This is an optimization exercise on Yosys and OpenROAD, whose aim is small area and a short achievable clock period, not a production implementation. Power figures rest on the tool's default switching activity, not on a simulated workload.

==> branch garnet: inputs <==
==> flow/design.v (excerpt) <==
module exec_top (
    input  logic                      clk,
    input  logic                      rst_n,
    input  logic                      in_valid,
    input  core_pkg::instr_u          instr,
    input  logic [core_pkg::xlen-1:0] pc,
    input  logic [core_pkg::xlen-1:0] rs1data,
    input  logic [core_pkg::xlen-1:0] rs2data,
    output core_pkg::ex_result_t      result,
    output logic                      out_valid
);
export LEC_CHECK = 0
export CAP_MARGIN = 20
export CORE_MARGIN = 2
export CORE_UTILIZATION = 40
export SLEW_MARGIN = 20
create_clock -name core_clock -period 7.0 [get_ports {clk}]
run.sh (not shown) runs the stock make flow with config.mk's settings and CLKGATE_MAP_FILE= SYNTH_SCRIPT=/design/flow/synth_recipe.tcl, a recipe that flattens the netlist after the stock synthesis.
==> branch fjord: changes against branch garnet <==
--- a/flow/design.v
+++ b/flow/design.v
@@ -97,17 +97,17 @@
     input  logic        legal,
     output logic [31:0] alu
 );
     logic [31:0] p, g, sum, c, x, y, rev;
     logic        cout, ltu, lts, left, fill;
     logic        s_add, s_slt, s_sltu, s_xor, s_or, s_and, s_sll, s_sr;
     assign p = a ^ bx;
     assign g = a & bx;
-    bk_carry u_carry (.p(p), .g(g), .cin(cin), .c(c), .cout(cout));
+    pfx_carry u_carry (.p(p), .g(g), .cin(cin), .c(c), .cout(cout));
     assign sum = p ^ c;
     assign ltu = ~cout;
     assign lts = ~cout ^ a[31] ^ b[31];
     assign left = f3 == 3'd1;
     assign fill = alt & shin[31] & ~left;
     always_comb
         for (int k = 0; k < 32; k++) x[k] = left ? shin[31-k] : shin[k];
     assign y = $unsigned($signed({fill, x}) >>> b[4:0]);
@@ -124,43 +124,86 @@
     assign alu = ({32{s_add}} & sum) |
                  ({32{s_xor}} & p) |
                  ({32{s_or}}  & (p | g)) |
                  ({32{s_and}} & g) |
                  ({32{s_sll}} & rev) |
                  ({32{s_sr}}  & y) |
                  {31'd0, (s_slt & lts) | (s_sltu & ltu)};
 endmodule
-module bk_carry (
+module pfx_carry #(parameter int KIND = 2) (
     input  logic [31:0] p,
     input  logic [31:0] g,
     input  logic        cin,
     output logic [31:0] c,
     output logic        cout
 );
-    logic [32:0] gg, pp;   
-    logic [32:0] G, P;
+    logic [32:0] G, P;   
+    logic [32:0] Gn, Pn;
     always_comb begin
-        gg = {g, cin};
-        pp = {p, 1'b0};
-        G = gg;
-        P = pp;
-        for (int s = 1; s < 33; s = s * 2)
-            for (int i = 2 * s - 1; i < 33; i = i + 2 * s) begin
-                G[i] = G[i] | (P[i] & G[i-s]);
-                P[i] = P[i] & P[i-s];
-            end
-        for (int s = 16; s >= 1; s = s / 2)
-            for (int i = 3 * s - 1; i < 33; i = i + 2 * s) begin
-                G[i] = G[i] | (P[i] & G[i-s]);
-                P[i] = P[i] & P[i-s];
+        G = {g, cin};
+        P = {p, 1'b0};
+        if (KIND == 0) begin
+            for (int d = 1; d < 33; d = d * 2)
+                for (int i = 2 * d - 1; i < 33; i = i + 2 * d) begin
+                    G[i] = G[i] | (P[i] & G[i-d]);
+                    P[i] = P[i] & P[i-d];
+                end
+            for (int d = 16; d >= 1; d = d / 2)
+                for (int i = 3 * d - 1; i < 33; i = i + 2 * d) begin
+                    G[i] = G[i] | (P[i] & G[i-d]);
+                    P[i] = P[i] & P[i-d];
+                end
+        end else if (KIND == 1) begin
+            for (int d = 1; d < 33; d = d * 2) begin
+                Gn = G; Pn = P;
+                for (int i = 0; i < 33; i++)
+                    if ((i & d) != 0) begin
+                        Gn[i] = G[i] | (P[i] & G[(i & ~(d - 1)) - 1]);
+                        Pn[i] = P[i] & P[(i & ~(d - 1)) - 1];
+                    end
+                G = Gn; P = Pn;
             end
+        end else if (KIND == 4) begin
+            for (int i = 1; i < 33; i = i + 2) begin
+                G[i] = G[i] | (P[i] & G[i-1]);
+                P[i] = P[i] & P[i-1];
+            end
+            for (int d = 2; d < 33; d = d * 2) begin
+                Gn = G; Pn = P;
+                for (int i = d + 1; i < 33; i = i + 2) begin
+                    Gn[i] = G[i] | (P[i] & G[i-d]);
+                    Pn[i] = P[i] & P[i-d];
+                end
+                G = Gn; P = Pn;
+            end
+            for (int i = 2; i < 33; i = i + 2) begin
+                G[i] = G[i] | (P[i] & G[i-1]);
+                P[i] = P[i] & P[i-1];
+            end
+        end else if (KIND == 2) begin
+            for (int d = 1; d < 33; d = d * 2) begin
+                Gn = G; Pn = P;
+                for (int i = d; i < 33; i++) begin
+                    Gn[i] = G[i] | (P[i] & G[i-d]);
+                    Pn[i] = P[i] & P[i-d];
+                end
+                G = Gn; P = Pn;
+            end
+        end
+    end
+    if (KIND == 3) begin : g_plus
+        logic [32:0] t;
+        assign t = {1'b0, p} + {g, 1'b0} + {32'd0, cin};
+        assign c    = t[31:0] ^ p;
+        assign cout = t[32];
+    end else begin : g_pfx
+        assign c    = G[31:0];
+        assign cout = G[32];
     end
-    assign c    = G[31:0];
-    assign cout = G[32];
 endmodule
 module branch_comp (
     input  logic [31:0] rs1data,
     input  logic [31:0] rs2data,
     input  logic [2:0]  f3,
     input  logic        is_br,
     input  logic        is_jmp,
     output logic        jump
@@ -214,16 +257,20 @@
     output logic             is_opi,
     output logic             is_lui,
     output logic             is_auipc,
     output logic             is_jal,
     output logic             is_jalr,
     output logic             is_br,
     output logic             is_ld,
     output logic             is_st,
+    output logic             sel_rs1,    
+    output logic             sel_pc,     
+    output logic             sel_rs2,    
+    output logic             arith_p,    
     output logic [31:0]      imm
 );
     logic [31:0] i;
     logic        q;
     logic [4:0]  o;
     logic        fi, fs, fb, fu, fj;
     assign i = instr;
     assign q = i[1:0] == 2'b11;
@@ -232,63 +279,72 @@
     assign is_opi   = q & (o == 5'b00100);
     assign is_lui   = q & (o == 5'b01101);
     assign is_auipc = q & (o == 5'b00101);
     assign is_jal   = q & (o == 5'b11011);
     assign is_jalr  = q & (o == 5'b11001);
     assign is_br    = q & (o == 5'b11000);
     assign is_ld    = q & (o == 5'b00000);
     assign is_st    = q & (o == 5'b01000);
-    assign fi = is_opi | is_jalr | is_ld;
-    assign fs = is_st;
-    assign fb = is_br;
-    assign fu = is_lui | is_auipc;
-    assign fj = is_jal;
+    assign sel_rs1 = (~o[0] & ~o[4]) | (o[4] & o[0] & ~o[1]);
+    assign sel_pc  = (o[4] & (o[1] | ~o[0])) | (~o[4] & o[0] & ~o[3]);
+    assign sel_rs2 = o[3] & o[2] & ~o[0];
+    assign arith_p = o[2] & ~o[0];
+    assign fu = o[0] & ~o[4];
+    assign fj = o[0] & o[4] & o[1];
+    assign fi = (o[0] & o[4] & ~o[1]) | (~o[0] & ~o[4] & ~o[3]);
+    assign fs = ~o[0] & ~o[4] & o[3];
+    assign fb = ~o[0] & o[4];
     assign imm[0]     = (fi & i[20]) | (fs & i[7]);
     assign imm[4:1]   = ({4{fi | fj}} & i[24:21]) | ({4{fs | fb}} & i[11:8]);
-    assign imm[10:5]  = {6{fi | fs | fb | fj}} & i[30:25];
+    assign imm[10:5]  = {6{~fu}} & i[30:25];
     assign imm[11]    = ((fi | fs) & i[31]) | (fb & i[7]) | (fj & i[20]);
-    assign imm[19:12] = ({8{fu | fj}} & i[19:12]) | ({8{fi | fs | fb}} & {8{i[31]}});
-    assign imm[30:20] = ({11{fu}} & i[30:20]) | ({11{fi | fs | fb | fj}} & {11{i[31]}});
+    assign imm[19:12] = fu | fj ? i[19:12] : {8{i[31]}};
+    assign imm[30:20] = fu ? i[30:20] : {11{i[31]}};
     assign imm[31]    = i[31];
 endmodule
 module execute_stage (
     input  core_pkg::instr_u          instr,
     input  logic [core_pkg::xlen-1:0] pc,
     input  logic [core_pkg::xlen-1:0] rs1data,
     input  logic [core_pkg::xlen-1:0] rs2data,
     output core_pkg::ex_result_t      res_d
 );
     logic        is_op, is_opi, is_lui, is_auipc, is_jal, is_jalr, is_br, is_ld, is_st;
-    logic        arith, legal, sub;
+    logic        sel_rs1, sel_pc, sel_rs2, arith_p;
+    logic        arith, legal, sub, wr;
     logic [2:0]  f3;
-    logic [31:0] imm, a, b, bx, sum, alu;
+    logic [31:0] imm, a, b, bx, alu;
     logic [31:0] nxt;
-    logic        cout, jump;
+    logic        jump;
     logic [11:0] dec_op;
     rv_decoder u_dec (
         .instr    (instr),
         .is_op    (is_op),
         .is_opi   (is_opi),
         .is_lui   (is_lui),
         .is_auipc (is_auipc),
         .is_jal   (is_jal),
         .is_jalr  (is_jalr),
         .is_br    (is_br),
         .is_ld    (is_ld),
         .is_st    (is_st),
+        .sel_rs1  (sel_rs1),
+        .sel_pc   (sel_pc),
+        .sel_rs2  (sel_rs2),
+        .arith_p  (arith_p),
         .imm      (imm)
     );
     assign f3    = instr[14:12];
     assign arith = is_op | is_opi;
     assign legal = arith | is_lui | is_auipc | is_jal | is_jalr | is_br | is_ld | is_st;
-    assign sub   = (is_op & (f3 == 3'd0) & instr[30]) | (arith & (f3[2:1] == 2'b01));
-    assign a  = ({32{arith | is_jalr | is_ld | is_st}} & rs1data) |
-                ({32{is_auipc | is_jal | is_br}} & pc);
-    assign b  = is_op ? rs2data : imm;
+    assign wr    = legal & ~is_br & ~is_st;
+    assign sub   = arith_p & (((f3 == 3'd0) & instr[30] & instr[5]) | (f3[2:1] == 2'b01));
+    assign a  = ({32{sel_rs1}} & rs1data) | ({32{sel_pc}} & pc);
+    assign b  = sel_rs2 ? rs2data : imm;
     assign bx = b ^ {32{sub}};
     exec_alu u_alu (
         .a     (a),
         .b     (b),
         .bx    (bx),
         .cin   (sub),
         .shin  (rs1data),
         .f3    (f3),
@@ -305,21 +361,20 @@
         .is_jmp  (is_jal | is_jalr),
         .jump    (jump)
     );
     inc30 u_inc (.a(pc[31:2]), .y(nxt[31:2]));
     assign nxt[1:0] = pc[1:0];
     assign dec_op = {arith | is_jalr | is_ld | is_st,           
                      is_op,                                      
                      is_br, is_jal, is_jalr, is_ld, is_st,
-                     legal & ~is_br & ~is_st,                    
+                     wr,                                         
                      ~legal,                                     
                      f3 & {3{legal}}};
-    assign res_d = {nxt, alu, rs2data, jump, dec_op,
-                    instr[11:7] & {5{legal & ~is_br & ~is_st}}};
+    assign res_d = {nxt, alu, rs2data, jump, dec_op, instr[11:7] & {5{wr}}};
 endmodule
 module inc30 (
     input  logic [29:0] a,
     output logic [29:0] y
 );
     logic [29:0] c;   
     logic [30:0] P;   
     always_comb begin
==> flow/flow/run.sh (new file) <==
#!/bin/bash
# Standard ORFS layout, except that ports are buffered with a small buffer
# (sky130_fd_sc_hd__buf_1) in place of ORFS's default choice.
set -euo pipefail
export BUFFER_PORTS_ARGS="-buffer_cell sky130_fd_sc_hd__buf_1"
bash standard.sh > standard_flow.log 2>&1
==> flow/standard.sh (new file) <==
#!/bin/bash
# synth_recipe.tcl (not shown) runs the flow's synth.tcl, then flattens the netlist and writes it again
# the make line also repeats each setting of config.mk as NAME=value (left out here)
make -C /OpenROAD-flow-scripts/flow DESIGN_CONFIG=/design/flow/config.mk WORK_HOME=/design/flow/orfs CLKGATE_MAP_FILE= SYNTH_SCRIPT=/design/flow/synth_recipe.tcl "${@:-finish}"
removed: flow/run.sh
==> comparison <==
- Of branch garnet and branch fjord, branch fjord has the higher first-iteration DRC count (gap 25%, measured against branch fjord).
- In branch garnet the via count is smaller than in branch fjord, by 13%.
- In clock skew, branch fjord and branch garnet do not differ.
- Combinational power: branch garnet is lower than branch fjord (48%).
- Against branch garnet, the clock power of branch fjord is larger by about 3.7%.
==> figures <==
item	branch fjord	branch garnet
Outcome	complete, no violations	complete, no violations
Proportion of synthesized area in mux cells	0.08804	0.1252
Maximum vdd drop	276.4 µV	166.5 µV
Syn_area_per_cell	7.865 µm²	8.459 µm²
Most common cell on crit path	sky130_fd_sc_hd__a21oi_1	sky130_fd_sc_hd__nor2_1
Final Instance Area	0.01508 mm²	0.01597 mm²
Number of rows created at floorplan	66	63
Wire length of the first global-routing pass	89890 µm	81250 µm
Met2 wire length	25060 µm	24700 µm
#MultiIn Comb	1318	1114
Number of buffer and inverter instances along the worst setup path	2	3
Cell area reported after detailed placement	0.01448 mm²	0.01537 mm²
Function was not checked in any run of this note: the RTL went through the layout flow alone.

[static timing again, ports no longer ideal]
How much do the figures lean on ideal ports? The routed layouts below were timed once more, with nothing changed but the port constraints. Step 1: set_driving_cell puts a clkbuf_16 on clk and a buf_2 on each other input, an assumption about the parent block. Step 2, shift: input delay + t, output delay - t, t = (earliest + latest rising clock arrival at the registers) / 2. This alone moves slack from input paths to output paths. Three values: ideal, step 1, step 2; two values: the first two.
run	shift t [ns]	setup slack, ns	worst setup path after step 2
branch garnet	0.504	0.502 / 0.522 / 0.019	input to register
branch fjord	0.494	1.333 / 1.360 / 0.866	input to register
After both steps every run listed still meets setup and hold. For branch garnet, which loses most, drivers alone change the setup slack by +0.020 ns; drivers and shift together by -0.483 ns.
